What follows belongs to an exercise in optimizing a design on an open flow for small area, a short achievable clock period and few clock cycles per item; a production flow would make more cautious choices.
Only simulation tests tie the RTL to the original design; equivalence was not proved.
No activity file was given, so power comes from the tool's default toggle rates.

### flow/constraint.sdc
create_clock -name core_clock -period 5.0 [get_ports {clk_i}]
set_input_delay 1.0000 -clock core_clock [delete_from_list [all_inputs] [get_ports {clk_i}]]
set_output_delay 1.0000 -clock core_clock [all_outputs]
set_load 0.01 [all_outputs]
### flow/config.mk
export PLATFORM = sky130hd
export DESIGN_NAME = data_feeder_top
export DESIGN_NICKNAME = data_feeder_top
export VERILOG_FILES = /design/flow/design.v
export SDC_FILE = /design/flow/constraint.sdc
export NUM_CORES = 4
export LEC_CHECK = 0
export ABC_CLOCK_PERIOD_IN_PS = 2500
export CAP_MARGIN = 20
export CORE_AREA = 5 5 235 235
export CTS_BUF_LIST = sky130_fd_sc_hd__clkbuf_8 sky130_fd_sc_hd__clkbuf_16
export CTS_CLUSTER_DIAMETER = 150
export CTS_CLUSTER_SIZE = 40
export DIE_AREA = 0 0 240 240
export SETUP_SLACK_MARGIN = 2.85
export SLEW_MARGIN = 20
### flow/design.v
`default_nettype none
package feeder_pkg;
    typedef logic [31:0]  bus_addr_t;
    typedef logic [31:0]  bus_data_t;
    typedef logic [15:0]  word_t;
    typedef logic [511:0] line_t;
    typedef logic [4:0]   word_idx_t;
    typedef logic [14:0]  len_t;
    typedef logic [14:0]  sram_idx_t;
    typedef logic [7:0]   opcode_t;
    localparam opcode_t OP_LOAD_INPUT  = 8'd9;
    localparam opcode_t OP_LOAD_WEIGHT = 8'd10;
    localparam bus_addr_t REG_DRAM_ADDR = 32'h0000_2024;
    localparam bus_addr_t REG_DRAM_LEN  = 32'h0000_2028;
    localparam bus_addr_t REG_XFER      = 32'h0000_2030;
    localparam bus_addr_t REG_SRAM_IDX  = 32'h0000_2034;
    localparam bus_addr_t REG_DATA_TYPE = 32'h0000_2038;
    localparam bus_addr_t REG_BUSY      = 32'h0000_0020;
    localparam int unsigned LINE_BYTES = 64;
    typedef struct packed {
        len_t      len;
        sram_idx_t sram_idx;
        logic      weight;
    } xfer_cfg_t;
    typedef struct packed {
        logic      valid;
        opcode_t   opcode;
        word_t     data;
        sram_idx_t idx;
    } load_cmd_t;
endpackage
`default_nettype wire
`default_nettype none
module feeder_regs #(
    parameter feeder_pkg::bus_addr_t BUS_BASE = 32'hC400_0000
) (
    input  logic                  clk_i,
    input  logic                  rst_i,
    input  logic                  host_strobe_i,
    input  logic                  host_rw_i,
    input  feeder_pkg::bus_addr_t host_addr_i,
    input  feeder_pkg::bus_data_t host_wdata_i,
    output logic                  host_ready_o,
    output feeder_pkg::bus_data_t host_rdata_o,
    input  logic                  busy_i,
    output feeder_pkg::xfer_cfg_t cfg_o,
    output logic                  addr_we_o,
    output logic                  start_o
);
    localparam feeder_pkg::bus_addr_t ADDR_DRAM_ADDR = BUS_BASE + feeder_pkg::REG_DRAM_ADDR;
    localparam feeder_pkg::bus_addr_t ADDR_DRAM_LEN  = BUS_BASE + feeder_pkg::REG_DRAM_LEN;
    localparam feeder_pkg::bus_addr_t ADDR_XFER      = BUS_BASE + feeder_pkg::REG_XFER;
    localparam feeder_pkg::bus_addr_t ADDR_SRAM_IDX  = BUS_BASE + feeder_pkg::REG_SRAM_IDX;
    localparam feeder_pkg::bus_addr_t ADDR_DATA_TYPE = BUS_BASE + feeder_pkg::REG_DATA_TYPE;
    localparam feeder_pkg::bus_addr_t ADDR_BUSY      = BUS_BASE + feeder_pkg::REG_BUSY;
    logic wr_en;
    logic rd_en;
    logic busy_q;
    logic idx_set_q;
    feeder_pkg::sram_idx_t idx_q;
    assign wr_en     = host_strobe_i && host_rw_i;
    assign rd_en     = host_strobe_i && !host_rw_i;
    assign addr_we_o = wr_en && (host_addr_i == ADDR_DRAM_ADDR);
    always_ff @(posedge clk_i) begin
        if (rst_i) begin
            start_o <= 1'b0;
        end else begin
            start_o <= wr_en && (host_addr_i == ADDR_XFER);
        end
    end
    always_ff @(posedge clk_i) begin
        if (rst_i) begin
            cfg_o.weight <= 1'b0;
            idx_set_q    <= 1'b0;
        end else if (wr_en) begin
            if (host_addr_i == ADDR_DATA_TYPE) begin
                cfg_o.weight <= host_wdata_i[0];
            end
            if (host_addr_i == ADDR_SRAM_IDX) begin
                idx_set_q <= 1'b1;
            end
        end
    end
    always_ff @(posedge clk_i) begin
        if (wr_en && (host_addr_i == ADDR_SRAM_IDX)) begin
            idx_q <= feeder_pkg::sram_idx_t'(host_wdata_i);
        end
    end
    assign cfg_o.sram_idx = idx_q & {15{idx_set_q}};
    always_ff @(posedge clk_i) begin
        if (wr_en && (host_addr_i == ADDR_DRAM_LEN)) begin
            cfg_o.len <= feeder_pkg::len_t'(host_wdata_i);
        end
    end
    always_ff @(posedge clk_i) begin
        if (rst_i) begin
            host_ready_o <= 1'b0;
        end else begin
            host_ready_o <= host_strobe_i;
        end
    end
    always_ff @(posedge clk_i) begin
        if (rst_i) begin
            busy_q <= 1'b0;
        end else if (rd_en && (host_addr_i == ADDR_BUSY)) begin
            busy_q <= busy_i || start_o;
        end
    end
    assign host_rdata_o = feeder_pkg::bus_data_t'(busy_q);
endmodule
`default_nettype wire
`default_nettype none
module dram_read_req (
    input  logic                  clk_i,
    input  logic                  rst_i,
    input  logic                  addr_we_i,
    input  feeder_pkg::bus_data_t wdata_i,
    input  logic                  start_i,
    input  feeder_pkg::xfer_cfg_t cfg_i,
    output feeder_pkg::word_idx_t first_word_o,
    input  logic                  fifo_addr_full_i,
    input  logic                  fifo_rw_full_i,
    output logic                  dram_addr_valid_o,
    output feeder_pkg::bus_addr_t dram_addr_o,
    output logic                  busy_o
);
    logic [30:0] addr_q;
    logic        active_q;    
    logic        rewind_q;    
    logic        valid_q;     
    logic        first_q;     
    logic [9:0]  full_q;
    logic [1:0]  part_q;
    logic [5:0]  part_words;
    logic [1:0]  part_lines;
    logic        full_zero;
    logic        last_q;      
    logic        one_line;    
    logic        two_left;    
    logic        step;
    logic        fifo_ready;
    logic [25:0] line_next;
    assign part_words = 6'(cfg_i.len[4:0]) + 6'(addr_q[4:0]);
    assign part_lines = (part_words == 6'd0)  ? 2'd0 :
                        (part_words <= 6'd32) ? 2'd1 : 2'd2;
    assign full_zero  = (full_q == '0);
    assign one_line   = (cfg_i.len[14:5] == 10'd0) ? (part_lines == 2'd1) :
                        ((cfg_i.len[14:5] == 10'd1) && (part_lines == 2'd0));
    assign two_left   = full_zero ? (part_q == 2'd2) :
                        (full_q == 10'd1) ? (part_q == 2'd1) :
                        ((full_q == 10'd2) && (part_q == 2'd0));
    assign step       = valid_q || rewind_q;
    assign fifo_ready = !fifo_addr_full_i && !fifo_rw_full_i;
    always_comb begin
        logic carry;
        carry = 1'b1;
        for (int i = 0; i < 26; i++) begin
            line_next[i] = addr_q[5 + i] ^ carry;
            carry        = carry & (addr_q[5 + i] ^ rewind_q);
        end
    end
    always_ff @(posedge clk_i) begin
        if (rst_i) begin
            active_q <= 1'b0;
            rewind_q <= 1'b0;
            valid_q  <= 1'b0;
        end else if (start_i) begin
            active_q <= 1'b1;
            valid_q  <= fifo_ready;
        end else if (valid_q) begin
            valid_q <= 1'b0;
            if (last_q) begin
                active_q <= 1'b0;
                rewind_q <= 1'b1;
            end
        end else if (rewind_q) begin
            if (last_q) begin
                rewind_q <= 1'b0;
            end
        end else begin
            valid_q <= active_q && fifo_ready;
        end
    end
    always_ff @(posedge clk_i) begin
        if (rst_i) begin
            addr_q <= '0;
        end else if (addr_we_i) begin
            addr_q <= wdata_i[31:1];
        end else if (step) begin
            addr_q[30:5] <= line_next;
        end
    end
    always_ff @(posedge clk_i) begin
        if (start_i || (valid_q && last_q)) begin
            full_q <= cfg_i.len[14:5];
            part_q <= part_lines;
            last_q <= one_line;
        end else if (step) begin
            last_q <= two_left;
            if (full_zero) begin
                part_q <= part_q - 1'b1;
            end else begin
                full_q <= full_q - 1'b1;
            end
        end
    end
    always_ff @(posedge clk_i) begin
        if (start_i) begin
            first_q <= 1'b1;
        end else if (valid_q) begin
            first_q <= 1'b0;
        end
    end
    assign dram_addr_valid_o = valid_q;
    assign dram_addr_o       = {addr_q[30:5], addr_q[4:0] & {5{first_q}}, 1'b0};
    assign first_word_o      = addr_q[4:0];
    assign busy_o            = active_q || rewind_q;
endmodule
`default_nettype wire
`default_nettype none
module gemm_load_feeder (
    input  logic                  clk_i,
    input  logic                  rst_i,
    input  logic                  start_i,
    input  feeder_pkg::xfer_cfg_t cfg_i,
    input  feeder_pkg::word_idx_t first_word_i,
    input  logic                  fifo_data_empty_i,
    input  feeder_pkg::line_t     dram_line_i,
    output logic                  fifo_data_rd_en_o,
    output feeder_pkg::load_cmd_t load_cmd_o,
    output logic                  busy_o
);
    feeder_pkg::sram_idx_t idx_q;
    logic                  active_q;    
    logic [3:0]            ptr_lo_q;    
    logic [7:0]            ptr_hi_q;    
    feeder_pkg::len_t      left_q;      
    logic                  pop_q;       
    logic                  pop_only_q;  
    logic                  valid_q;
    feeder_pkg::word_t     data_q;
    logic                  take;
    logic                  last_word;
    logic                  next_last;
    logic                  at_30;
    logic                  at_31;
    feeder_pkg::word_t     word;
    assign take      = active_q && !fifo_data_empty_i && !pop_only_q;
    assign last_word = (left_q == 15'd1);
    assign at_30     = ptr_hi_q[7] && ptr_lo_q[2];
    assign at_31     = ptr_hi_q[7] && ptr_lo_q[3];
    assign next_last = (left_q == 15'd2) || at_30;
    always_ff @(posedge clk_i) begin
        if (rst_i) begin
            active_q   <= 1'b0;
            pop_q      <= 1'b0;
            pop_only_q <= 1'b0;
            valid_q    <= 1'b0;
        end else begin
            valid_q    <= take;
            pop_only_q <= 1'b0;
            if (start_i) begin
                active_q <= 1'b1;
                pop_q    <= 1'b0;
            end else if (take) begin
                if (last_word) begin
                    active_q <= 1'b0;
                end
                if (pop_q) begin
                    pop_q <= 1'b0;
                end else if (at_31 || last_word) begin
                    pop_q      <= 1'b1;
                    pop_only_q <= 1'b1;
                end else begin
                    pop_q <= next_last;
                end
            end else if (pop_only_q) begin
                pop_q <= 1'b0;
            end
        end
    end
    always_ff @(posedge clk_i) begin
        if (start_i) begin
            ptr_lo_q <= 4'(1) << first_word_i[1:0];
            ptr_hi_q <= 8'(1) << first_word_i[4:2];
            left_q   <= cfg_i.len;
        end else if (take) begin
            ptr_lo_q <= {ptr_lo_q[2:0], ptr_lo_q[3]};
            if (ptr_lo_q[3]) begin
                ptr_hi_q <= {ptr_hi_q[6:0], ptr_hi_q[7]};
            end
            left_q   <= left_q - 1'b1;
        end
    end
    always_ff @(posedge clk_i) begin
        if (start_i) begin
            idx_q <= cfg_i.sram_idx;
        end else if (valid_q) begin
            idx_q <= idx_q + 1'b1;
        end
    end
    always_comb begin
        word = '0;
        for (int k = 0; k < 32; k++) begin
            word = word | (dram_line_i[16*k +: 16] & {16{ptr_lo_q[k % 4] & ptr_hi_q[k / 4]}});
        end
    end
    always_ff @(posedge clk_i) begin
        data_q <= word;
    end
    assign load_cmd_o.valid  = valid_q;
    assign load_cmd_o.opcode = cfg_i.weight ? feeder_pkg::OP_LOAD_WEIGHT
                                            : feeder_pkg::OP_LOAD_INPUT;
    assign load_cmd_o.data   = data_q;
    assign load_cmd_o.idx    = idx_q;
    assign fifo_data_rd_en_o = pop_q;
    assign busy_o            = active_q;
endmodule
`default_nettype wire
`default_nettype none
module data_feeder_top #(
    parameter feeder_pkg::bus_addr_t BUS_BASE = 32'hC400_0000
) (
    input  logic                  clk_i,
    input  logic                  rst_i,
    input  logic                  host_strobe_i,
    input  logic                  host_rw_i,
    input  feeder_pkg::bus_addr_t host_addr_i,
    input  feeder_pkg::bus_data_t host_wdata_i,
    output logic                  host_ready_o,
    output feeder_pkg::bus_data_t host_rdata_o,
    input  logic                  fifo_addr_full_i,
    input  logic                  fifo_rw_full_i,
    input  logic                  fifo_data_empty_i,
    input  feeder_pkg::line_t     dram_line_i,
    output logic                  dram_addr_valid_o,
    output feeder_pkg::bus_addr_t dram_addr_o,
    output logic                  fifo_data_rd_en_o,
    output feeder_pkg::load_cmd_t load_cmd_o
);
    feeder_pkg::xfer_cfg_t xfer_cfg;
    logic                  xfer_start;
    logic                  addr_we;
    feeder_pkg::word_idx_t first_word;
    logic                  req_busy;
    logic                  load_busy;
    feeder_regs #(
        .BUS_BASE (BUS_BASE)
    ) feeder_regs_inst (
        .clk_i         (clk_i),
        .rst_i         (rst_i),
        .host_strobe_i (host_strobe_i),
        .host_rw_i     (host_rw_i),
        .host_addr_i   (host_addr_i),
        .host_wdata_i  (host_wdata_i),
        .host_ready_o  (host_ready_o),
        .host_rdata_o  (host_rdata_o),
        .busy_i        (req_busy || load_busy),
        .cfg_o         (xfer_cfg),
        .addr_we_o     (addr_we),
        .start_o       (xfer_start)
    );
    dram_read_req dram_read_req_inst (
        .clk_i             (clk_i),
        .rst_i             (rst_i),
        .addr_we_i         (addr_we),
        .wdata_i           (host_wdata_i),
        .start_i           (xfer_start),
        .cfg_i             (xfer_cfg),
        .first_word_o      (first_word),
        .fifo_addr_full_i  (fifo_addr_full_i),
        .fifo_rw_full_i    (fifo_rw_full_i),
        .dram_addr_valid_o (dram_addr_valid_o),
        .dram_addr_o       (dram_addr_o),
        .busy_o            (req_busy)
    );
    gemm_load_feeder gemm_load_feeder_inst (
        .clk_i             (clk_i),
        .rst_i             (rst_i),
        .start_i           (xfer_start),
        .cfg_i             (xfer_cfg),
        .first_word_i      (first_word),
        .fifo_data_empty_i (fifo_data_empty_i),
        .dram_line_i       (dram_line_i),
        .fifo_data_rd_en_o (fifo_data_rd_en_o),
        .load_cmd_o        (load_cmd_o),
        .busy_o            (load_busy)
    );
endmodule
`default_nettype wire
### flow/standard.sh
#!/bin/bash
# synth_recipe.tcl (not shown) runs the flow's synth.tcl, then flattens the netlist and writes it again
# the make line also repeats each setting of config.mk as NAME=value (left out here)
make -C /OpenROAD-flow-scripts/flow DESIGN_CONFIG=/design/flow/config.mk WORK_HOME=/design/flow/orfs CLKGATE_MAP_FILE= SYNTH_SCRIPT=/design/flow/synth_recipe.tcl "${@:-finish}"
### flow/flow/run.sh
#!/bin/bash
# Standard ORFS layout, with the port buffers made of the smallest buffer
# cell, and the slow wide OR and NOR cells and the unsizable AOI222 kept
# out of the mapping and sizing.
set -euo pipefail
lib="$FLOW_HOME/platforms/sky130hd/lib/sky130_fd_sc_hd__tt_025C_1v80.lib"
platform=$(sed -n '/DONT_USE_CELLS += /,/^$/p' "$FLOW_HOME/platforms/sky130hd/config.mk" \
  | tr -d '\\' | sed 's/export DONT_USE_CELLS += //' | tr -s ' \n' ' ')
slow=$(grep -o 'cell ("sky130_fd_sc_hd__\(or4\|or3\|nor4\|a222oi\)[a-z0-9_]*")' "$lib" \
  | sed 's/cell ("//; s/")//' | tr '\n' ' ')
echo "DONT_USE_CELLS=$platform $slow" > dont_use.log
export BUFFER_PORTS_ARGS="-buffer_cell sky130_fd_sc_hd__buf_1"
bash standard.sh "DONT_USE_CELLS=$platform $slow" finish > standard.log 2>&1
==> out/metrics.cfg, run 1 <==
[setup_path]
max_stage_delay_ns=0.40
arrival_ns=2.37
crit_path_start_kind=flop
r2r_cells=9
endpoint_kind=flop
critical_path_buf_inv_count=1
crit_family=simple AND/OR/NAND/NOR gates
worstReg2RegStart=feeder_regs_inst.cfg_o[16]
path_class=reg -> reg
slowest_stage=edfxtp_1
reg2reg_to=dram_read_req_inst.last_q
r2r_setup_slack_ns=2.81
crit_fanout=5
cp_cell_sequence=ha_2 > inv_2 > fa_2 > nor2b_2 > or2_4 > a211o_1 > a21oi_4 > nand4bb_1 > nand3_2
crit_required_ns=5.19

[floorplan]
die_y_um=240
die_x_um=240
boundaryPins=690
dieArea_mm2=0.0576
core_mm2=0.0524
rows=84
start_util_pct=20.6

[routing]
vias_per_cell=5.27
finalWirelength_mm=84.8
drtPass1Iterations=6
wl_per_cell_um=31.8
drt_iter0_markers=1142
postRouteAntennaNets=0
via_count=14000
drc=0

[logic_synthesis]
yosysTopAreaCellShare_pct=23.7
synth_top_cell_by_area=edfxtp_1
ys_ff_latch=145
ys_seq_area_share_pct=34.8
ys.flop_type=edfxtp_1
ys.warnings.count=4
yosysUniqueCellTypes=70
synth_area_leaders=edfxtp_1 (24%), a22oi_1 (12%), dfxtp_1 (11%), nand2_1 (4.5%), a21oi_1 (3.5%)
synth_enable_flop_cells=85
netlist_area_mm2=0.0108
syn_area_per_cell_um2=8.41
synth_async_sr_flop_share_pct=0
syn_inst=1282

[placed_design]
io_buffers=651
place.gp.congestion=1.03
dp_cells=2540
hpwlAfterDp_mm=68.6

[layout]
fill_cells=5748
final_util_pct=29.2
area.growth.synth_to_final_pct=42.0
drive_above_1_share_pct=11.6
layout.cells.non_filler=2665
fin_nets=2519

[sta]
max_freq_mhz=458
finalHoldViolCount=0
max-slew-margin-rel_pct=53.8
fin_crit_sh_pct=43.7
period_minus_slack_ns=2.19
whs_ns=0.468
tightest_slew_ns=0.688
finClkSkew_ns=0.0134
slew_viol_final=0
setup_viol=0
rsz0062_at_grt=yes
setup_tns_ns=0

[clock_tree]
cts_buffer_depth=2
clkTransAtPathRegs_ns=0.07
cts_tree=yes
clk_latency_ns=0.46
root_buffer=clkbuf_16
cts_max_level=4
numCtsBuffers=17
hold_buffers=0
cts.sinks=145

[run_status]
status=no timing/DRC/antenna violations

[global_routing]
use_met3_pct=12.6
grt-busiest-layer=met2
use_met2_pct=43.0
grt_max_degree=78
grtUsageTotal_pct=27.5
grt_pass1_vias=13800
antenna_found_initial=73
grt_pass1_wl_mm=110
grt_overflow=0
grt.met1_usage_pct=30.9

[power]
power_leakage_nw=5.33
ir_drop_uv=280
power_w=0.00306
powerDensity_mw_per_mm2=200

[job]
max-cap-violations=0

[worst_hold_path]
min_from=feeder_regs_inst.idx_set_q
hold-path-cell-count=2
hold_class=reg -> reg
min_to=feeder_regs_inst.idx_set_q

## synthesized netlist by cell type, drive strengths merged (3+ instances only)
library cell  count
and3b             3
nor3b             6
a21o              5
nand4b            3
mux2i            12
a211oi           28
and2b             3
nand2           130
xor2             37
or2               5
ha               15
a311oi            6
o22ai            16
buf              62
a22o             24
a41oi             3
nand3b            7
edfxtp           85
dfxtp            60
a32oi            16
a2111oi           6
nand3            61
nand4bb           3
a21oi            75
a32o             10
nor2b            12
a31oi            12
nand2b            6
a22oi           169
clkbuf           81
and4b             3
o31a              3
nor2             91
nor3             28
inv              30
a221oi           13
and4              6
and2             13
and3             13
o21ai            49
nand4            22
xnor2            29
## flip-flops by register name, indices dropped and copies added, names as in the netlist, 4 cells and up
register	count
dram_read_req_inst.addr_q	31
feeder_regs_inst.cfg_o	16
gemm_load_feeder_inst.data_q	16
feeder_regs_inst.idx_q	15
gemm_load_feeder_inst.idx_q	15
gemm_load_feeder_inst.left_q	15
dram_read_req_inst.full_q	10
gemm_load_feeder_inst.ptr_hi_q	8
gemm_load_feeder_inst.ptr_lo_q	4
## per-layer routing
metal / up-vias / part of all wire [%]
met1: 6792 / 37
met5: - / 0.24
met4: 28 / 5.3
met3: 196 / 12
met2: 865 / 46
li1: 6159 / -
## where the power goes
| group | switching (W) | internal (W) | leakage [nW] | total (W) |
|---|---|---|---|---|
| logic | 0.000227 | 0.000171 | 3.82 | 0.000398 |
| clock network | 0.000608 | 0.000802 | 0.304 | 0.00141 |
| registers | 0.000000202 | 0.00125 | 1.20 | 0.00125 |
| total | 0.000836 | 0.00222 | 5.33 | 0.00306 |
## final cells by class
type	count	area, um2	share of cell area (%)
multi-input combinational	1002	6640	43.4
timing repair buffer	724	3150	20.6
antenna	44	110	0.719
clock buffer	17	425	2.78
inverter	30	128	0.834
sequential	145	3790	24.8
tap	688	861	5.62
clock inverter	15	198	1.29
## metrics by stage
step | worst slack (ns) | cell area, um2
finish | 2.81 | 15300
global route | 2.72 | 15300
CTS | 2.74 | 15000
detailed placement | 2.03 | 13800
global placement | 1.68 | 13700
floorplan | 2.62 | 11000
## worst reg2reg max path, delay by kind of cell, from the launching register on
family          cells  cell delay [ns]
compound gates      2             0.50
flops               1             0.40
buf+inv             1             0.06
simple gates        4             0.53
fa+ha+maj           2             0.44
## layout by cell type (no fill, tap or decap), types with 10 or more instances in the layout
master / instances
xnor2_1: 29
diode_2: 44
nor2_1: 87
nand2_1: 128
o21ai_0: 46
a32oi_1: 14
inv_1: 25
o22ai_1: 16
buf_2: 23
nor2b_1: 11
mux2i_1: 12
a21oi_1: 72
and3_1: 12
nor3_1: 27
ha_1: 13
conb_1: 38
a22o_1: 24
buf_1: 625
nand3_1: 58
a31oi_1: 10
buf_4: 58
xor2_1: 37
edfxtp_1: 85
a211oi_1: 27
clkbuf_16: 18
dfxtp_1: 43
a22oi_1: 160
nand4_1: 20
## cells by family (layout without fill, tap and decap cells)
group | after synthesis | after routing | synth area share (%)
AOI/OAI and AO/OA | 451 | 451 | 30.0
xor gates and xnor gates | 66 | 66 | 5.36
adders and majority gates | 16 | 16 | 1.93
buffers and inverters | 173 | 786 | 7.58
DFF | 145 | 145 | 34.8
muxes | 13 | 13 | 1.22
other | 2 | 82 | 0.0697
and+or+nand+nor | 416 | 418 | 19.0
## worst max path at each step
stage	start	end	slack, ns	cells past startpoint
finish	feeder_regs_inst.cfg_o[16]	dram_read_req_inst.last_q	2.81	9
CTS	gemm_load_feeder_inst.ptr_lo_q[3]	gemm_load_feeder_inst.data_q[5]	2.74	6
floorplan	host_addr_i[0]	dram_read_req_inst.addr_q[18]	2.62	6
detailed placement	host_addr_i[23]	dram_read_req_inst.addr_q[10]	2.03	7
global placement	host_addr_i[1]	dram_read_req_inst.addr_q[29]	1.68	7
global route	feeder_regs_inst.cfg_o[16]	dram_read_req_inst.last_q	2.72	9
## timing repair
| action | 4_1_cts | 5_1_grt |
|---|---|---|
| setup buffers | 34 | 12 |
| pin swaps | 11 | 3 |
| gates resized for setup | 91 | 35 |
| cloned | 2 | 1 |
| endpoints found under the setup margin | 119 | 65 |
Testbench counts, summed over its fixed seeds: cycles 185,016, words 174,743.
==> run 2: changes to the inputs <==
--- a/flow/config.mk
+++ b/flow/config.mk
@@ -14,3 +14,3 @@
 export DIE_AREA = 0 0 240 240
-export SETUP_SLACK_MARGIN = 2.85
+export SETUP_SLACK_MARGIN = 2.8
 export SLEW_MARGIN = 20
==> run 2 against run 1 <==
  * Still clean
  * Count of clock-buffer cells in the layout is the same
  * Via count down 0.58%
  * Critical path depth shrank 3
  * Synthesized cell count unchanged
  * Combinational power about the same
  * Utilization down 0.47 points
  * Worst setup slack got worse by 0.023 ns
  * Hold slack barely moved
  * Sequential power barely moved
  * Cell area decreased by 1.6%
  * Clock skew decreased by 0.0011 ns
  * Sequential share of layout area grew 0.35 points
==> out/metrics.cfg, run 2 <==
[run_status]
status=no timing/DRC/antenna violations

[layout]
layout_common_cells=buf_1 (631), a22oi_1 (164), nand2_1 (128)
final_util_pct=28.7  ; -0.47 points
regArea_mm2=0.00379  ; -0.23%
drive_above_1_share_pct=9.50  ; -2.1 points
fill_cells=5782  ; +0.59%
largest_register_ff_count=31  ; unchanged
reg_top3=dram_read_req_inst.addr_q: 31 flops, feeder_regs_inst.cfg_o: 16 flops, gemm_load_feeder_inst.data_q: 16 flops
multi_input_area_mm2=0.00658  ; -0.94%
area.growth.synth_to_final_pct=39.7
final_common_cell=buf_1
layout.cells.non_filler=2646  ; -0.71%
fin_nets=2502  ; -0.67%
regMostFlops=dram_read_req_inst.addr_q

[routing]
drtPass1Iterations=5  ; -1
drt_iter0_markers=1173  ; +2.7%
vias_per_cell=5.28  ; +0.13%
finalWirelength_mm=84.2  ; -0.66%
wl_per_cell_um=31.8  ; about the same
via_count=14000  ; -0.58%
postRouteAntennaNets=0  ; unchanged
drc=0  ; unchanged

[sta]
max_freq_mhz=453  ; -1.0%
rsz0062_at_grt=yes
max-slew-margin-rel_pct=50.5  ; -3.3 points
layout_setup_ws_ns=2.79  ; -0.0227 ns
setup_tns_ns=0  ; unchanged
finalHoldViolCount=0  ; unchanged
period_minus_slack_ns=2.21  ; +0.0227 ns
setup_viol=0  ; unchanged
whs_ns=0.468  ; +0.0000470 ns
fin_crit_sh_pct=44.2  ; +0.45 points
finClkSkew_ns=0.0123  ; -0.00110 ns
slew_viol_final=0  ; unchanged
tightest_slew_ns=0.743  ; +0.0547 ns

[placed_design]
hpwlAfterDp_mm=68.6  ; unchanged
pre_cts_ws_ns=2.03  ; unchanged
place.gp.congestion=1.03  ; unchanged
io_buffers=651  ; unchanged
dp_cells=2540  ; unchanged

[power]
internal-power_w=0.00222  ; about the same
powerDensity_mw_per_mm2=203  ; +1.5%
clockPowerShare_pct=46.1  ; about the same
seqPwrFrac_pct=40.9  ; about the same
p_switching_w=0.000831  ; -0.50%
comb_power_share_pct=12.9  ; about the same
swShare_pct=27.2  ; -0.097 points
power_leakage_nw=5.21  ; -2.2%
ir_drop_uv=278  ; -0.97%

[global_routing]
antenna_found_initial=70  ; -4.1%
grt_max_degree=78  ; unchanged
grtUsageTotal_pct=27.3  ; -0.19 points
grt_pass1_vias=13700  ; -0.52%
grt_overflow=0  ; unchanged
grt_pass1_wl_mm=109  ; -0.78%

[clock_tree]
numCtsBuffers=17  ; unchanged
cts_max_level=4  ; unchanged
root_buffer=clkbuf_16
cts.sinks=145  ; unchanged
clkTransAtPathRegs_ns=0.07  ; about the same
cts_buffer_depth=2  ; unchanged
cts_tree=yes
clk_latency_ns=0.46  ; about the same

[logic_synthesis]
syn_area_per_cell_um2=8.41  ; unchanged
syn_inst=1282  ; unchanged
ys.flop_type=edfxtp_1
synthMuxAreaShare_pct=1.22  ; unchanged
yosysUniqueCellTypes=70  ; unchanged
synth_top_cell_by_area=edfxtp_1
synth_compound_area_share_pct=30.0  ; unchanged
synth_async_sr_flop_share_pct=0  ; unchanged
synth_area_leaders=edfxtp_1 (24%), a22oi_1 (12%), dfxtp_1 (11%), nand2_1 (4.5%), a21oi_1 (3.5%)
synth_xor_area_share_pct=5.36  ; unchanged
synth_adder_area_share_pct=1.93  ; unchanged
ys_seq_area_share_pct=34.8  ; unchanged
ys.warnings.count=4  ; unchanged
synth_enable_flop_cells=85  ; unchanged
yosysTopAreaCellShare_pct=23.7  ; unchanged
netlist_area_mm2=0.0108  ; unchanged
synth.most_common_cell=a22oi_1
synth_commonest_cells=a22oi_1 (169), nand2_1 (128), nor2_1 (91)
yosys.area_share.simple_pct=19.0  ; unchanged
ys_ff_latch=145  ; unchanged
synth_top_family_by_area=compound AO/OA/AOI/OAI gates

[floorplan]
die_y_um=240  ; unchanged
boundaryPins=690  ; unchanged
die_x_um=240  ; unchanged
rows=84  ; unchanged
dieArea_mm2=0.0576  ; unchanged
start_util_pct=20.6  ; unchanged
core_mm2=0.0524  ; unchanged

[setup_path]
endpoint_kind=flop
path_class=reg -> reg
r2r_setup_slack_ns=2.79  ; -0.02 ns
crit_fanout=11  ; +6
slowest_stage=edfxtp_1
cp_cell_sequence=clkinvlp_4 > buf_4 > o21ai_0 > a21oi_1 > nand3_2 > a211o_1
crit_path_start_kind=flop
critical_path_buf_inv_count=2  ; +1
crit_required_ns=5.34  ; +0.15 ns
crit_family=compound AO/OA/AOI/OAI gates
arrival_ns=2.55  ; +0.18 ns
max_stage_delay_ns=0.52  ; +0.12 ns

[job]
max-cap-violations=0  ; unchanged

[worst_hold_path]
hold_class=reg -> reg

[run 2: layout make-up]
type,instances,area share (%)
inverter,30,0.822
clock buffer,17,2.82
antenna,42,0.698
sequential,145,25.1
timing repair buffer,707,19.8
clock inverter,15,1.31
multi-input combinational,1002,43.7
tap,688,5.72
[run 2: logic make-up (layout without fill, tap and decap cells)]
family,Yosys count,in the layout
xor+xnor,66,66
mux,13,13
other cells,2,80
simple gates,416,418
fa+ha+maj,16,16
flops,145,145
compound gates,451,451
buf+inv,173,769
[run 2: layer usage]
| layer | track usage, % | vias up | share of wire (%) |
|---|---|---|---|
| li1 | - | 6116 | - |
| met1 | 31.0 | 6739 | 36 |
| met2 | 42.5 | 889 | 46 |
| met3 | 12.2 | 186 | 12 |
| met4 | 15.9 | 28 | 5.5 |
| met5 | 0 | - | 0.22 |
[run 2: stage by stage]
stage | power (W) | area (um2)
2_1_floorplan | 0.00142 | 11000
3_3_place_gp | 0.00166 | 13700
3_5_place_dp | 0.00166 | 13800
4_1_cts | 0.00309 | 14800
5_1_grt | 0.00316 | 15000
6_report | 0.00305 | 15100
[run 2: worst min-delay path, delay by kind of cell (launching register included)]
family        cells  cell delay (ns)
flops             1             0.32
simple gates      2             0.11
[run 2: final timing paths]
kind                                          start                          endpoint  cells after the start
setup / recovery  gemm_load_feeder_inst.ptr_lo_q[0]  gemm_load_feeder_inst.data_q[14]                      6
hold / removal           feeder_regs_inst.idx_set_q        feeder_regs_inst.idx_set_q                      2
setup reg to reg  gemm_load_feeder_inst.ptr_lo_q[0]  gemm_load_feeder_inst.data_q[14]                      6
hold reg to reg          feeder_regs_inst.idx_set_q        feeder_regs_inst.idx_set_q                      2
[run 2: power by group through the flow]
stage	sequential (W)	clock, W	combinational, W
CTS	0.00125	0.00145	0.000388
global placement	0.00128	0	0.000383
floorplan	0.00128	0	0.000136
detailed placement	0.00128	0	0.000383
finish	0.00125	0.00141	0.000395
global route	0.00125	0.00150	0.000420
[run 2: timing repair]
action / CTS / global route
setup buffers: 23 / 7
gates resized for setup: 63 / 32
pin swaps: 7 / 4
hold buffers: 0 / 0
endpoints found under the setup margin: 80 / 88
gates cloned: 0 / 2
==> run 3: changes to the inputs <==
--- a/flow/flow/run.sh
+++ b/flow/flow/run.sh
@@ -3,3 +3,3 @@
 # cell, and the slow wide OR and NOR cells and the unsizable AOI222 kept
-# out of the mapping and sizing.
+# out of the mapping and sizing, and a clock tree of few large clusters.
 set -euo pipefail
@@ -11,2 +11,3 @@
 echo "DONT_USE_CELLS=$platform $slow" > dont_use.log
+export CTS_ARGS="-sink_clustering_enable -repair_clock_nets -sink_clustering_size 50 -sink_clustering_max_diameter 400 -sink_clustering_levels 1 -buf_list sky130_fd_sc_hd__clkbuf_16"
 export BUFFER_PORTS_ARGS="-buffer_cell sky130_fd_sc_hd__buf_1"
==> run 3 against run 2 <==
  * Total power is the same
  * Die area did not move
  * Cell count unchanged
  * Largest power group unchanged
  * Critical path depth unchanged
  * Worst setup slack unchanged
  * First-iteration DRC count did not move
  * Utilization stayed put
  * Flip-flop and latch count unchanged
==> out/metrics.cfg, run 3 <==
[layout]
final_common_cell=buf_1
regMostFlops=dram_read_req_inst.addr_q
drive_above_1_share_pct=9.50  ; unchanged
reg_top3=dram_read_req_inst.addr_q: 31 flops, feeder_regs_inst.cfg_o: 16 flops, gemm_load_feeder_inst.data_q: 16 flops
fill_cells=5782  ; unchanged
area.growth.synth_to_final_pct=39.7  ; unchanged
fin_nets=2502  ; unchanged
layout_common_cells=buf_1 (631), a22oi_1 (164), nand2_1 (128)
largest_register_ff_count=31  ; unchanged

[setup_path]
endpoint_kind=flop
arrival_ns=2.55  ; about the same
crit_fanout=11  ; unchanged
crit_path_start_kind=flop
path_class=reg -> reg
crit_required_ns=5.34  ; about the same

[routing]
wl_met3_mm=10.3  ; unchanged
route.met2.wl_mm=38.6  ; unchanged
via_count=14000  ; unchanged
drt_iter0_markers=1173  ; unchanged
drtPass1Iterations=5  ; unchanged
postRouteAntennaNets=0  ; unchanged
finalWirelength_mm=84.2  ; unchanged
highest-signal-layer=met5
met1Wirelength_mm=30.5  ; unchanged
wl_per_cell_um=31.8  ; unchanged
vias_per_cell=5.28  ; unchanged
drc=0  ; unchanged

[logic_synthesis]
synth.most_common_cell=a22oi_1
ys_seq_area_share_pct=34.8  ; unchanged
yosysUniqueCellTypes=70  ; unchanged
syn_area_per_cell_um2=8.41  ; unchanged
ys.warnings.count=4  ; unchanged
yosysTopAreaCellShare_pct=23.7  ; unchanged
ys.flop_type=edfxtp_1
syn_inst=1282  ; unchanged
netlist_area_mm2=0.0108  ; unchanged
synth_area_leaders=edfxtp_1 (24%), a22oi_1 (12%), dfxtp_1 (11%), nand2_1 (4.5%), a21oi_1 (3.5%)
synth_enable_flop_cells=85  ; unchanged
synth_async_sr_flop_share_pct=0  ; unchanged
ys_ff_latch=145  ; unchanged
synth_commonest_cells=a22oi_1 (169), nand2_1 (128), nor2_1 (91)
synth_top_cell_by_area=edfxtp_1

[clock_tree]
clk_latency_ns=0.46  ; about the same
cts_buffer_depth=2  ; unchanged
cts_max_level=4  ; unchanged
clkTransAtPathRegs_ns=0.07  ; about the same
root_buffer=clkbuf_16
hold_buffers=0  ; unchanged
cts.sinks=145  ; unchanged
cts_tree=yes
numCtsBuffers=17  ; unchanged

[power]
power_w=0.00305  ; unchanged
ir_drop_uv=278  ; unchanged
power_leakage_nw=5.21  ; unchanged
powerDensity_mw_per_mm2=203  ; unchanged

[floorplan]
start_util_pct=20.6  ; unchanged
dieArea_mm2=0.0576  ; unchanged
die_y_um=240  ; unchanged
core_mm2=0.0524  ; unchanged
rows=84  ; unchanged
die_x_um=240  ; unchanged
boundaryPins=690  ; unchanged

[sta]
setup_tns_ns=0  ; unchanged
setup_viol=0  ; unchanged
max_freq_mhz=453  ; unchanged
period_minus_slack_ns=2.21  ; unchanged
rsz0062_at_grt=yes
finalHoldViolCount=0  ; unchanged
max-slew-margin-rel_pct=50.5  ; unchanged
fin_crit_sh_pct=44.2  ; unchanged
slew_viol_final=0  ; unchanged
tightest_slew_ns=0.743  ; unchanged
finClkSkew_ns=0.0123  ; unchanged

[global_routing]
grtUsageTotal_pct=27.3  ; unchanged
grt_pass1_wl_mm=109  ; unchanged
grt_max_degree=78  ; unchanged
grt_overflow=0  ; unchanged
antenna_found_initial=70  ; unchanged
grt_pass1_vias=13700  ; unchanged

[run_status]
status=no timing/DRC/antenna violations

[placed_design]
place.gp.congestion=1.03  ; unchanged
hpwlAfterDp_mm=68.6  ; unchanged
io_buffers=651  ; unchanged

[worst_hold_path]
hold_class=reg -> reg

[job]
max-cap-violations=0  ; unchanged

==> run 3: cell counts in the layout (fill, tap and decap cells not counted) <==
Identical to the previous run, type by type.
==> run 3: logic make-up after synthesis <==
group                      after synthesis  share of synthesized area, %
DFF                                    145                          34.8
adders and majority gates               16                          1.93
and+or+nand+nor                        416                          19.0
muxes                                   13                          1.22
other                                    2                        0.0697
AOI/OAI and AO/OA                      451                          30.0
buffers and inverters                  173                          7.58
xor gates and xnor gates                66                          5.36
==> run 3: per-stage QoR <==
step / instance area, um2 / worst slack, ns / hold WS [ns] / std cells / utilization [%]
final: 15100 / 2.79 / 0.468 / 2646 / 28.7
after global routing: 15000 / 2.71 / 0.522 / 2632 / 28.7
after CTS: 14800 / 2.59 / 0.474 / 2595 / 28.2
after detailed placement: 13800 / 2.03 / 0.458 / 2540 / 26.2
after global placement: 13700 / 1.68 / 0.444 / 2539 / 26.2
after floorplan: 11000 / 2.62 / 0.432 / 1318 / -
==> run 3: area by class of cell <==
class                           count  area [um2]  area share, %
Sequential cell                   145        3790           25.1
Inverter                           30         124          0.822
Multi-Input combinational cell   1002        6580           43.7
Tap cell                          688         861           5.72
Antenna cell                       42         105          0.698
Clock buffer                       17         425           2.82
Timing Repair Buffer              707        2990           19.8
Clock inverter                     15         198           1.31
==> run 3: worst paths after layout <==
path | from | endpoint | cells after the start | slack (ns)
worst max-delay path | gemm_load_feeder_inst.ptr_lo_q[0] | gemm_load_feeder_inst.data_q[14] | 6 | 2.79
worst max register to register | gemm_load_feeder_inst.ptr_lo_q[0] | gemm_load_feeder_inst.data_q[14] | 6 | 2.79
worst min register to register | feeder_regs_inst.idx_set_q | feeder_regs_inst.idx_set_q | 2 | 0.47
worst min-delay path | feeder_regs_inst.idx_set_q | feeder_regs_inst.idx_set_q | 2 | 0.47
==> run 3: report_power, final <==
| group | internal [W] | switching, W |
|---|---|---|
| Sequential | 0.00125 | 0.000000209 |
| Clock | 0.000802 | 0.000606 |
| Combinational | 0.000170 | 0.000225 |
| Total | 0.00222 | 0.000831 |
==> run 3: what timing repair did <==
item / 4_1_cts / 5_1_grt
pin swaps: 7 / 4
gates resized for setup: 63 / 32
gates cloned: 0 / 2
setup buffers: 23 / 7
setup endpoints to repair: 80 / 88
==> run 3: metal layers <==
metal	vias to the layer above	GRT usage [%]
li1	6116	-
met1	6739	31.0
met2	889	42.5
met3	186	12.2
met4	28	15.9
met5	-	0
==> run 3: worst max-delay path, stage by stage (launching register included) <==
cell	delay [ns]
edfxtp_1	0.52
clkinvlp_4	0.35
buf_4	0.32
o21ai_0	0.12
a21oi_1	0.27
nand3_2	0.22
a211o_1	0.28
==> run 4: changes to the inputs <==
==> flow/flow/run.sh (replaced) <==
#!/bin/bash
# Standard ORFS layout, with the input port buffers made of the smallest
# buffer cell and the output ones of the next size, and the slow wide OR and NOR cells and the unsizable AOI222 kept
# out of the mapping and sizing.
set -euo pipefail
lib="$FLOW_HOME/platforms/sky130hd/lib/sky130_fd_sc_hd__tt_025C_1v80.lib"
platform=$(sed -n '/DONT_USE_CELLS += /,/^$/p' "$FLOW_HOME/platforms/sky130hd/config.mk" \
  | tr -d '\\' | sed 's/export DONT_USE_CELLS += //' | tr -s ' \n' ' ')
slow=$(grep -o 'cell ("sky130_fd_sc_hd__\(or4\|or3\|nor4\|a222oi\)[a-z0-9_]*")' "$lib" \
  | sed 's/cell ("//; s/")//' | tr '\n' ' ')
echo "DONT_USE_CELLS=$platform $slow" > dont_use.log
export BUFFER_PORTS_ARGS="-inputs -buffer_cell sky130_fd_sc_hd__buf_1"
export POST_GLOBAL_PLACE_TCL=$PWD/flow/out_buffers.tcl
bash standard.sh "DONT_USE_CELLS=$platform $slow" finish > standard.log 2>&1
==> flow/flow/out_buffers.tcl (new file) <==
# Buffer the output ports with a two-drive buffer; the inputs already have
# the smallest one.
log_cmd buffer_ports -outputs -buffer_cell sky130_fd_sc_hd__buf_2
==> run 4 against run 3 <==
  * Critical path depth up 4
  * Clock power shrank 4%
  * Wire length is 0.24% higher
  * Highest routed layer unchanged
  * Utilization up 0.37 points
  * Flip-flop and latch count unchanged
  * Via count up 0.17%
  * Register-to-register slack got worse by 0.02 ns
  * Largest cell class unchanged
  * Area after synthesis did not move
  * Worst setup slack lost 0.020 ns
  * Still clean
==> out/metrics.cfg, run 4 <==
[run_status]
status=no timing/DRC/antenna violations

[clock_tree]
clkTransAtPathRegs_ns=0.07  ; about the same
cts_max_level=4  ; unchanged
clk_latency_ns=0.46  ; about the same
cts_tree=yes
hold_buffers=0  ; unchanged
cts.sinks=145  ; unchanged
numCtsBuffers=17  ; unchanged
cts_buffer_depth=2  ; unchanged
root_buffer=clkbuf_16

[layout]
drive_above_1_share_pct=13.1  ; +3.6 points
regArea_mm2=0.00379  ; +0.17%
final_cell_area_mm2=0.0153  ; +1.3%
reg_top3=dram_read_req_inst.addr_q: 31 flops, feeder_regs_inst.cfg_o: 16 flops, gemm_load_feeder_inst.data_q: 16 flops
multi_input_area_mm2=0.00663  ; +0.88%
fin_nets=2509  ; +0.28%
final_common_cell=buf_1
fill_cells=5799  ; +0.29%
regMostFlops=dram_read_req_inst.addr_q
area.growth.synth_to_final_pct=41.5
layout_common_cells=buf_1 (581), a22oi_1 (160), nand2_1 (128)
largest_register_ff_count=31  ; unchanged

[global_routing]
grt_pass1_vias=13500  ; -1.0%
antenna_found_initial=71  ; +1.4%
grt_pass1_wl_mm=108  ; -0.57%
grt_overflow=0  ; unchanged
grt_max_degree=79  ; +1.3%
grtUsageTotal_pct=27.2  ; -0.13 points

[logic_synthesis]
yosysTopAreaCellShare_pct=23.7  ; unchanged
syn_inst=1282  ; unchanged
syn_area_per_cell_um2=8.41  ; unchanged
synth_commonest_cells=a22oi_1 (169), nand2_1 (128), nor2_1 (91)
ys.flop_type=edfxtp_1
yosysUniqueCellTypes=70  ; unchanged
ys_ff_latch=145  ; unchanged
synth_top_cell_by_area=edfxtp_1
synth.most_common_cell=a22oi_1
synth_enable_flop_cells=85  ; unchanged
synth_area_leaders=edfxtp_1 (24%), a22oi_1 (12%), dfxtp_1 (11%), nand2_1 (4.5%), a21oi_1 (3.5%)
ys_seq_area_share_pct=34.8  ; unchanged
synth_async_sr_flop_share_pct=0  ; unchanged
netlist_area_mm2=0.0108  ; unchanged
ys.warnings.count=4  ; unchanged

[setup_path]
path_class=reg -> reg
endpoint_kind=flop
crit_path_start_kind=flop
crit_fanout=3  ; -8
crit_required_ns=5.21  ; -0.13 ns
r2r_cells=10  ; +4
arrival_ns=2.43  ; -0.12 ns

[worst_hold_path]
hold_class=reg -> reg
hold-path-cell-count=2  ; unchanged

[floorplan]
die_y_um=240  ; unchanged
dieArea_mm2=0.0576  ; unchanged
core_mm2=0.0524  ; unchanged
start_util_pct=20.6  ; unchanged
die_x_um=240  ; unchanged
boundaryPins=690  ; unchanged
rows=84  ; unchanged

[routing]
drtPass1Iterations=5  ; unchanged
via_count=14000  ; +0.17%
drc=0  ; unchanged
wl_per_cell_um=31.8  ; -0.14%
finalWirelength_mm=84.4  ; +0.24%
drt_iter0_markers=1219  ; +3.9%
vias_per_cell=5.26  ; -0.21%
postRouteAntennaNets=0  ; unchanged

[sta]
fin_crit_sh_pct=44.6  ; +0.40 points
finalHoldViolCount=0  ; unchanged
max_freq_mhz=449  ; -0.89%
finClkSkew_ns=0.0150  ; +0.00270 ns
max-slew-margin-rel_pct=46.7  ; -3.8 points
slew_viol_final=0  ; unchanged
tightest_slew_ns=0.800  ; +0.0573 ns
period_minus_slack_ns=2.23  ; +0.0199 ns
setup_tns_ns=0  ; unchanged
setup_viol=0  ; unchanged
rsz0062_at_grt=yes
layout_setup_ws_ns=2.77  ; -0.0199 ns

[placed_design]
pre_cts_ws_ns=1.94  ; -0.0854 ns
io_buffers=651  ; unchanged
placed_cell_area_mm2=0.0138  ; +0.49%
hpwlAfterDp_mm=68.4  ; -0.24%

[power]
ir_drop_uv=215  ; -23%
powerDensity_mw_per_mm2=197  ; -2.9%
power_leakage_nw=5.37  ; +3.0%

[job]
max-cap-violations=0  ; unchanged

==> run 4: cell count changes in the layout (fill, tap and decap cells not counted), sizes merged <==
cell / previous run / this run
clkinvlp: 5 / 9
clkbuf: 21 / 20
buf: 703 / 712
bufinv: 3 / 2
inv: 35 / 31
diode: 42 / 45
==> run 4: stage by stage <==
step | hold WS [ns] | total power, W | utilization, % | instances
2_1_floorplan | 0.432 | 0.00142 | - | 1318
4_1_cts | 0.475 | 0.00303 | 28.4 | 2598
6_report | 0.474 | 0.00300 | 29.1 | 2656
5_1_grt | 0.500 | 0.00311 | 29.0 | 2643
3_5_place_dp | 0.458 | 0.00166 | 26.4 | 2540
3_3_place_gp | 0.443 | 0.00166 | 25.7 | 2470
==> run 4: cell families after synthesis <==
group           Yosys count  share of synthesized area [%]
fa+ha+maj                16                           1.93
flops                   145                           34.8
mux                      13                           1.22
xor+xnor                 66                           5.36
other cells               2                         0.0697
simple gates            416                           19.0
buf+inv                 173                           7.58
compound gates          451                           30.0
==> run 4: worst max-delay path, stage by stage, from the launching register on <==
cell and delay, ns:
edfxtp_1 0.41, ha_2 0.21, inv_2 0.05, fa_2 0.22, nor2b_2 0.06, or2_4 0.22, a211o_1 0.29, a21oi_4 0.22
buf_6 0.14, xnor2_2 0.09, mux2i_1 0.08
==> run 4: layer usage <==
layer	global-route usage, %	part of all wire (%)	wire length [um]	vias to the layer above
li1	-	-	-	6131
met1	32.3	38	32100	6773
met2	43.0	47	39400	889
met3	9.42	10	8430	171
met4	14.9	5.2	4380	18
met5	0	0.13	113	-
==> run 4: cell type report <==
class | count | share of cell area [%]
inverters | 30 | 0.886
multi-input cells | 1002 | 43.5
repair buffers | 714 | 20.4
clock buffers | 18 | 2.88
diodes | 45 | 0.738
flip-flops and latches | 145 | 24.9
well taps | 688 | 5.64
clock inverters | 14 | 1.11
==> run 4: repair_timing <==
item,CTS,global route
buffers inserted,26,8
cloned,0,5
endpoints found under the setup margin,74,74
pin swaps,8,13
resized for setup,64,39
==> run 4: power by group <==
group          switching, W  internal [W]
Combinational      0.000222      0.000170
Sequential      0.000000105       0.00125
Clock              0.000596      0.000765
Total              0.000818       0.00219
==> run 4: final timing paths <==
| kind | slack [ns] | startpoint | to |
|---|---|---|---|
| worst min register to register | 0.47 | feeder_regs_inst.idx_set_q | feeder_regs_inst.idx_set_q |
| worst max-delay path | 2.77 | feeder_regs_inst.cfg_o[16] | dram_read_req_inst.part_q[0] |
| worst max register to register | 2.77 | feeder_regs_inst.cfg_o[16] | dram_read_req_inst.part_q[0] |
| worst min-delay path | 0.47 | feeder_regs_inst.idx_set_q | feeder_regs_inst.idx_set_q |
==> run 5: changes to the inputs <==
--- a/flow/config.mk
+++ b/flow/config.mk
@@ -14,3 +14,3 @@
 export DIE_AREA = 0 0 240 240
-export SETUP_SLACK_MARGIN = 2.8
+export SETUP_SLACK_MARGIN = 2.9
 export SLEW_MARGIN = 20
==> run 5 against run 4 <==
  * Via count up 2.5%
  * Wire length is 3.7% higher
  * Synthesized cell count stayed put
  * Combinational power grew 4%
  * Flip-flop and latch count is the same
  * Non-clock buffer count is 48 higher
  * Area after synthesis did not move
  * Utilization increased by 1.4 points
  * Cell count is 1.4% higher
  * Still clean
  * Maximum frequency grew 2.1%
  * Register-to-register slack improved by 0.05 ns
  * Critical endpoint is now gemm_load_feeder_inst.data_q[5]
  * Global-route usage is 1.1 points higher
==> out/metrics.cfg, run 5 <==
[run_status]
status=no timing/DRC/antenna violations

[routing]
drtPass1Iterations=5  ; unchanged
via_count=14300  ; +2.5%
vias_per_cell=5.32  ; +1.1%
drt_iter0_markers=1359  ; +11%
finalWirelength_mm=87.6  ; +3.7%
wl_per_cell_um=32.5  ; +2.3%
postRouteAntennaNets=0  ; unchanged
drc=0  ; unchanged

[worst_hold_path]
hold_class=reg -> reg

[sta]
finClkSkew_ns=0.0212  ; +0.00617 ns
max_freq_mhz=458  ; +2.1%
setup_tns_ns=0  ; unchanged
finalHoldViolCount=0  ; unchanged
rsz0062_at_grt=yes
tightest_slew_ns=0.947  ; +0.147 ns
setup_viol=0  ; unchanged
fin_crit_sh_pct=43.6  ; -0.92 points
slew_viol_final=0  ; unchanged
max-slew-margin-rel_pct=36.9  ; -9.8 points
whs_ns=0.465  ; -0.00909 ns
layout_setup_ws_ns=2.82  ; +0.0462 ns
period_minus_slack_ns=2.18  ; -0.0462 ns

[setup_path]
path_class=reg -> reg
endpoint_kind=flop
critical_path_buf_inv_count=2  ; unchanged
crit_fanout=8  ; +5
arrival_ns=2.51  ; +0.08 ns
cp_cell_sequence=buf_12 > buf_4 > a22oi_1 > nand4_1 > a221o_1 > a2111oi_2 > o21ai_1
crit_path_start_kind=flop
crit_required_ns=5.33  ; +0.12 ns
max_stage_delay_ns=0.44  ; +0.03 ns
crit_family=compound AO/OA/AOI/OAI gates
slowest_stage=a221o_1

[logic_synthesis]
syn_inst=1282  ; unchanged
yosysUniqueCellTypes=70  ; unchanged
yosysTopAreaCellShare_pct=23.7  ; unchanged
synth_async_sr_flop_share_pct=0  ; unchanged
ys.warnings.count=4  ; unchanged
synth_commonest_cells=a22oi_1 (169), nand2_1 (128), nor2_1 (91)
ys.flop_type=edfxtp_1
synth_top_cell_by_area=edfxtp_1
ys_seq_area_share_pct=34.8  ; unchanged
synth_area_leaders=edfxtp_1 (24%), a22oi_1 (12%), dfxtp_1 (11%), nand2_1 (4.5%), a21oi_1 (3.5%)
syn_area_per_cell_um2=8.41  ; unchanged
ys_ff_latch=145  ; unchanged
netlist_area_mm2=0.0108  ; unchanged
synth.most_common_cell=a22oi_1
synth_enable_flop_cells=85  ; unchanged

[clock_tree]
cts_tree=yes
cts_buffer_depth=2  ; unchanged
numCtsBuffers=17  ; unchanged
clkTransAtPathRegs_ns=0.07  ; about the same
clk_latency_ns=0.47  ; about the same
root_buffer=clkbuf_16
cts.sinks=145  ; unchanged
cts_max_level=4  ; unchanged

[placed_design]
io_buffers=651  ; unchanged
hpwlAfterDp_mm=69.6  ; +1.8%
pre_cts_ws_ns=2.02  ; +0.0801 ns

[layout]
layout_common_cells=buf_1 (581), a22oi_1 (159), nand2_1 (126)
largest_register_ff_count=31  ; unchanged
fin_nets=2557  ; +1.9%
drive_above_1_share_pct=17.9  ; +4.8 points
area.growth.synth_to_final_pct=48.4
reg_top3=dram_read_req_inst.addr_q: 31 flops, feeder_regs_inst.cfg_o: 16 flops, gemm_load_feeder_inst.data_q: 16 flops
regMostFlops=dram_read_req_inst.addr_q
final_common_cell=buf_1
fill_cells=5733  ; -1.1%

[floorplan]
die_y_um=240  ; unchanged
core_mm2=0.0524  ; unchanged
boundaryPins=690  ; unchanged
dieArea_mm2=0.0576  ; unchanged
rows=84  ; unchanged
start_util_pct=20.6  ; unchanged
die_x_um=240  ; unchanged

[power]
ir_drop_uv=283  ; +32%
powerDensity_mw_per_mm2=188  ; -4.7%
power_leakage_nw=5.79  ; +7.8%

[global_routing]
grt_pass1_vias=14000  ; +3.4%
antenna_found_initial=63  ; -11%
grt_pass1_wl_mm=112  ; +3.6%
grt_max_degree=77  ; -2.5%
grtUsageTotal_pct=28.2  ; +1.1 points
grt_overflow=0  ; unchanged

[job]
max-cap-violations=0  ; unchanged

[run 5: cell counts after synthesis]
Identical to the previous run, type by type.
[run 5: cells by family (layout without fill, tap and decap cells)]
logic type,Yosys count,after routing,share of synthesized area [%]
compound gates,451,451,30.0
xor+xnor,66,66,5.36
fa+ha+maj,16,16,1.93
buf+inv,173,824,7.58
flops,145,145,34.8
mux,13,13,1.22
other cells,2,72,0.0697
simple gates,416,418,19.0
[run 5: path summary, 6_finish.rpt]
kind | endpoint | from | slack, ns | cells after the start
worst max-delay path | gemm_load_feeder_inst.data_q[5] | gemm_load_feeder_inst.ptr_hi_q[1] | 2.82 | 7
worst min-delay path | feeder_regs_inst.idx_set_q | feeder_regs_inst.idx_set_q | 0.46 | 2
worst max register to register | gemm_load_feeder_inst.data_q[5] | gemm_load_feeder_inst.ptr_hi_q[1] | 2.82 | 7
worst min register to register | feeder_regs_inst.idx_set_q | feeder_regs_inst.idx_set_q | 0.46 | 2
[run 5: metal layers]
layer / vias to the layer above / track usage [%] / wire length [um]
li1: 6214 / - / -
met1: 6987 / 33.1 / 32800
met2: 893 / 45.5 / 40500
met3: 208 / 10.3 / 9230
met4: 32 / 14.2 / 4810
met5: - / 0 / 233
[run 5: tightest hold or removal path: cells and delay by family (launching register included)]
family	cells	cell delay (ns)
flip-flops	1	0.32
AND/OR/NAND/NOR	2	0.11
[run 5: cell type report]
class	instances	area, um2	area share [%]
multi-input cells	1002	6760	42.3
flip-flops and latches	145	3840	24.0
repair buffers	762	3730	23.3
well taps	688	861	5.38
clock buffers	17	425	2.66
clock inverters	15	169	1.06
inverters	30	124	0.774
diodes	34	85.1	0.532
[run 5: through the flow]
| stage | utilization, % | power [W] | instance area [um2] | std cells |
|---|---|---|---|---|
| finish | 30.5 | 0.00300 | 16000 | 2693 |
| global route | 30.5 | 0.00310 | 16000 | 2681 |
| CTS | 29.5 | 0.00302 | 15500 | 2631 |
| detailed placement | 26.4 | 0.00167 | 13900 | 2542 |
| global placement | 25.7 | 0.00167 | 13500 | 2472 |
| floorplan | - | 0.00142 | 11000 | 1318 |
[run 5: power breakdown]
part | internal [W] | switching, W
Sequential | 0.00124 | 0.000000209
Combinational | 0.000172 | 0.000236
Clock | 0.000713 | 0.000636
Total | 0.00213 | 0.000872
[run 5: timing repair]
item,in CTS,in global routing
hold buffers,0,0
gates resized for setup,131,52
setup endpoints to repair,143,103
buffers inserted,50,25
cloned,7,3
pin swaps,21,27
==> run 6: changes to the inputs <==
==> flow/flow/run.sh (replaced) <==
#!/bin/bash
# Standard ORFS layout, with the port buffers made of the smallest buffer
# cell, and the slow wide OR and NOR cells, the four-input-stack AOI/OAI
# cells and the unsizable AOI222 kept out of the mapping and sizing.
set -euo pipefail
lib="$FLOW_HOME/platforms/sky130hd/lib/sky130_fd_sc_hd__tt_025C_1v80.lib"
platform=$(sed -n '/DONT_USE_CELLS += /,/^$/p' "$FLOW_HOME/platforms/sky130hd/config.mk" \
  | tr -d '\\' | sed 's/export DONT_USE_CELLS += //' | tr -s ' \n' ' ')
slow=$(grep -o 'cell ("sky130_fd_sc_hd__\(or4\|or3\|nor4\|a222oi\|a2111o\|o2111a\)[a-z0-9_]*")' "$lib" \
  | sed 's/cell ("//; s/")//' | tr '\n' ' ')
echo "DONT_USE_CELLS=$platform $slow" > dont_use.log
export BUFFER_PORTS_ARGS="-buffer_cell sky130_fd_sc_hd__buf_1"
bash standard.sh "DONT_USE_CELLS=$platform $slow" finish > standard.log 2>&1
removed: flow/flow/out_buffers.tcl
==> run 6 against run 5 <==
  * Combinational power fell by 6.1%
  * Total power increased by 1.8%
  * Wire length fell by 1.9%
  * Critical path depth unchanged
  * Still clean on timing, DRC and antenna
  * Sequential power about the same
  * Die area did not move
  * Clock skew fell by 0.0068 ns
  * Utilization decreased by 0.92 points
  * Register-to-register slack worse by 0.09 ns
  * Highest routed layer unchanged
  * Sequential share of layout area is 0.58 points higher
  * Maximum frequency decreased by 4.0%
  * Hold slack gained 0.0068 ns
==> out/metrics.cfg, run 6 <==
[logic_synthesis]
syn_inst=1279  ; -0.23%
yosysUniqueCellTypes=70  ; unchanged
synth.most_common_cell=a22oi_1
netlist_area_mm2=0.0108  ; +0.21%
syn_area_per_cell_um2=8.45  ; +0.44%
synth_area_leaders=edfxtp_1 (24%), a22oi_1 (12%), dfxtp_1 (11%), nand2_1 (4.2%), nor2_1 (3.3%)
synth_compound_area_share_pct=29.7  ; -0.31 points
ys_seq_area_share_pct=34.7  ; -0.073 points
synthMuxAreaShare_pct=1.22  ; -0.0025 points
synth_top_family_by_area=compound AO/OA/AOI/OAI gates
synth_top_cell_by_area=edfxtp_1
ys.warnings.count=4  ; unchanged
synth_xor_area_share_pct=5.35  ; -0.011 points
synth_enable_flop_cells=85  ; unchanged
ys_ff_latch=145  ; unchanged
synth_adder_area_share_pct=1.92  ; -0.0040 points
synth_async_sr_flop_share_pct=0  ; unchanged
ys.flop_type=edfxtp_1
yosysTopAreaCellShare_pct=23.6  ; -0.049 points
synth_commonest_cells=a22oi_1 (172), nand2_1 (120), nor2_1 (95)
yosys.area_share.simple_pct=19.2  ; +0.15 points

[global_routing]
grt_pass1_vias=13700  ; -1.9%
grt_pass1_wl_mm=110  ; -1.6%
grt_max_degree=78  ; +1.3%
grtUsageTotal_pct=27.8  ; -0.38 points
antenna_found_initial=72  ; +14%
grt_overflow=0  ; unchanged

[clock_tree]
root_buffer=clkbuf_16
cts_max_level=4  ; unchanged
cts.sinks=145  ; unchanged
cts_tree=yes
hold_buffers=0  ; unchanged
numCtsBuffers=17  ; unchanged
cts_buffer_depth=2  ; unchanged
clk_latency_ns=0.47  ; about the same
clkTransAtPathRegs_ns=0.07  ; about the same

[layout]
area.growth.synth_to_final_pct=43.7
regMostFlops=dram_read_req_inst.addr_q
final_common_cell=buf_1
largest_register_ff_count=31  ; unchanged
reg_top3=dram_read_req_inst.addr_q: 31 flops, feeder_regs_inst.cfg_o: 16 flops, gemm_load_feeder_inst.data_q: 16 flops
drive_above_1_share_pct=13.7  ; -4.1 points
layout_common_cells=buf_1 (614), a22oi_1 (168), nand2_1 (120)
fin_nets=2523  ; -1.3%

[sta]
max-slew-margin-rel_pct=48.4  ; +12 points
fin_crit_sh_pct=45.5  ; +1.8 points
whs_ns=0.472  ; +0.00679 ns
rsz0062_at_grt=yes
setup_viol=0  ; unchanged
max_freq_mhz=440  ; -4.0%
finalHoldViolCount=0  ; unchanged
tightest_slew_ns=0.774  ; -0.173 ns
finClkSkew_ns=0.0143  ; -0.00681 ns
slew_viol_final=0  ; unchanged
period_minus_slack_ns=2.27  ; +0.0915 ns
setup_tns_ns=0  ; unchanged

[routing]
postRouteAntennaNets=0  ; unchanged
drtPass1Iterations=5  ; unchanged
via_count=14200  ; -1.0%
drc=0  ; unchanged
vias_per_cell=5.33  ; about the same
drt_iter0_markers=1258  ; -7.4%
wl_per_cell_um=32.2  ; -0.88%
finalWirelength_mm=85.8  ; -1.9%

[setup_path]
crit_path_start_kind=flop
arrival_ns=2.49  ; -0.02 ns
worstReg2RegStart=feeder_regs_inst.cfg_o[18]
reg2reg_to=dram_read_req_inst.part_q[1]
endpoint_kind=flop
path_class=reg -> reg
r2r_setup_slack_ns=2.73  ; -0.09 ns
crit_fanout=4  ; -4
r2r_cells=7  ; unchanged
crit_required_ns=5.22  ; -0.11 ns

[placed_design]
hpwlAfterDp_mm=68.0  ; -2.4%
io_buffers=651  ; unchanged
place.gp.congestion=1.01

[power]
internal-power_w=0.00222  ; +4.2%
ir_drop_uv=189  ; -33%
swShare_pct=27.4  ; -1.7 points
clockPowerShare_pct=46.7  ; +1.7 points
seqPwrFrac_pct=40.8  ; -0.7 points
power_w=0.00306  ; +1.8%
power_leakage_nw=5.48  ; -5.3%
powerDensity_mw_per_mm2=197  ; +5.0%
comb_power_share_pct=12.5  ; -1.1 points
p_switching_w=0.000837  ; -4.0%

[worst_hold_path]
min_to=feeder_regs_inst.idx_set_q
hold_class=reg -> reg
min_from=feeder_regs_inst.idx_set_q
hold-path-cell-count=2  ; unchanged

[job]
max-cap-violations=0  ; unchanged

[floorplan]
boundaryPins=690  ; unchanged
die_y_um=240  ; unchanged
rows=84  ; unchanged
die_x_um=240  ; unchanged
dieArea_mm2=0.0576  ; unchanged
start_util_pct=20.6  ; +0.043 points
core_mm2=0.0524  ; unchanged

[run_status]
status=no timing/DRC/antenna violations

run 6: power groups by stage:
stage / combinational [W] / clock, W / sequential [W]
after floorplan: 0.000137 / 0 / 0.00128
after global placement: 0.000364 / 0 / 0.00128
after detailed placement: 0.000366 / 0 / 0.00128
after CTS: 0.000372 / 0.00147 / 0.00125
after global routing: 0.000406 / 0.00151 / 0.00125
final: 0.000383 / 0.00143 / 0.00125
run 6: cell type report:
cell class,count,area [um2]
well taps,688,861
fillers,5775,36900
multi-input cells,997,6680
repair buffers,730,3300
clock buffers,17,425
repair inverters,1,7.51
inverters,32,128
diodes,39,97.6
clock inverters,15,203
flip-flops and latches,145,3820
run 6: cell families after synthesis:
family | Yosys count
adders and majority gates | 16
other | 2
AOI/OAI and AO/OA | 448
and+or+nand+nor | 414
muxes | 13
DFF | 145
xor gates and xnor gates | 66
buffers and inverters | 175
run 6: timing repair:
| action | in CTS | in global routing |
|---|---|---|
| setup buffers | 38 | 13 |
| gates resized for setup | 127 | 41 |
| pin swaps | 13 | 13 |
| setup endpoints to repair | 126 | 83 |
| gates cloned | 4 | 1 |
run 6: worst max-delay path by stage:
| stage | from | endpoint | cells past startpoint |
|---|---|---|---|
| 2_1_floorplan | host_addr_i[0] | dram_read_req_inst.addr_q[30] | 6 |
| 3_3_place_gp | host_addr_i[23] | dram_read_req_inst.addr_q[1] | 7 |
| 3_5_place_dp | host_addr_i[1] | dram_read_req_inst.addr_q[11] | 6 |
| 4_1_cts | dram_read_req_inst.addr_q[0] | dram_read_req_inst.part_q[0] | 9 |
| 5_1_grt | feeder_regs_inst.cfg_o[16] | dram_read_req_inst.part_q[0] | 9 |
| 6_report | feeder_regs_inst.cfg_o[18] | dram_read_req_inst.part_q[1] | 7 |
run 6: critical path: stages, from the launching register on:
cell,delay [ns]
edfxtp_1,0.42
ha_1,0.41
nor2b_2,0.19
o21ai_1,0.21
nor3b_2,0.29
o221ai_4,0.17
buf_4,0.17
a22o_1,0.17
run 6: per-layer routing:
| layer | up-vias | part of all wire (%) | track usage (%) |
|---|---|---|---|
| li1 | 6146 | - | - |
| met1 | 6912 | 37 | 32.2 |
| met2 | 887 | 46 | 44.5 |
| met3 | 213 | 12 | 12.1 |
| met4 | 32 | 4.9 | 12.9 |
| met5 | - | 0.25 | 0 |
run 6: stage by stage:
stage | utilization [%] | instance area [um2] | instances | worst slack (ns)
finish | 29.6 | 15500 | 2664 | 2.73
floorplan | - | 11000 | 1315 | 2.62
global route | 29.5 | 15500 | 2648 | 2.66
detailed placement | 26.3 | 13800 | 2537 | 2.04
CTS | 28.9 | 15200 | 2611 | 2.75
global placement | 26.3 | 13800 | 2537 | 2.08

==> static timing again, ports no longer ideal <==
The results above use ideal ports. As a check the final layouts listed here were re-extracted and re-timed, cells and wires unchanged. Step 1 sets driving cells, clkbuf_16 on the clock port and buf_2 on the other inputs (assumed; they add their load-dependent delay and slew). Step 2 also shifts input and output timing later by t, the mid clock arrival at the registers, as if the neighbouring blocks saw the same clock. a / b / c = no drivers / after step 1 / after step 2; a / b = the first two.
run | shift t [ns] | setup WS [ns] | hold slack, ns | slew at the worst register clock pin (ns) | pins driven straight from the clock port
run 1 | 0.504 | 2.815 / 2.809 / 2.352 | 0.468 / 0.468 / 0.468 | 0.08 / 0.08 | 1
run 2 | 0.500 | 2.792 / 2.772 / 2.354 | 0.468 / 0.468 / 0.468 | 0.07 / 0.07 | 1
run 3 | 0.500 | 2.792 / 2.772 / 2.354 | 0.468 / 0.468 / 0.468 | 0.07 / 0.07 | 1
run 4 | 0.510 | 2.772 / 2.746 / 2.348 | 0.474 / 0.474 / 0.474 | 0.07 / 0.07 | 1
run 5 | 0.510 | 2.818 / 2.793 / 2.338 | 0.465 / 0.465 / 0.465 | 0.08 / 0.08 | 1
run 6 | 0.520 | 2.727 / 2.727 / 2.413 | 0.472 / 0.472 / 0.472 | 0.08 / 0.08 | 1
After both steps every run listed still meets setup and hold. The setup slack of run 5, which loses most, moves by -0.025 ns with the drivers and by -0.480 ns with both steps.
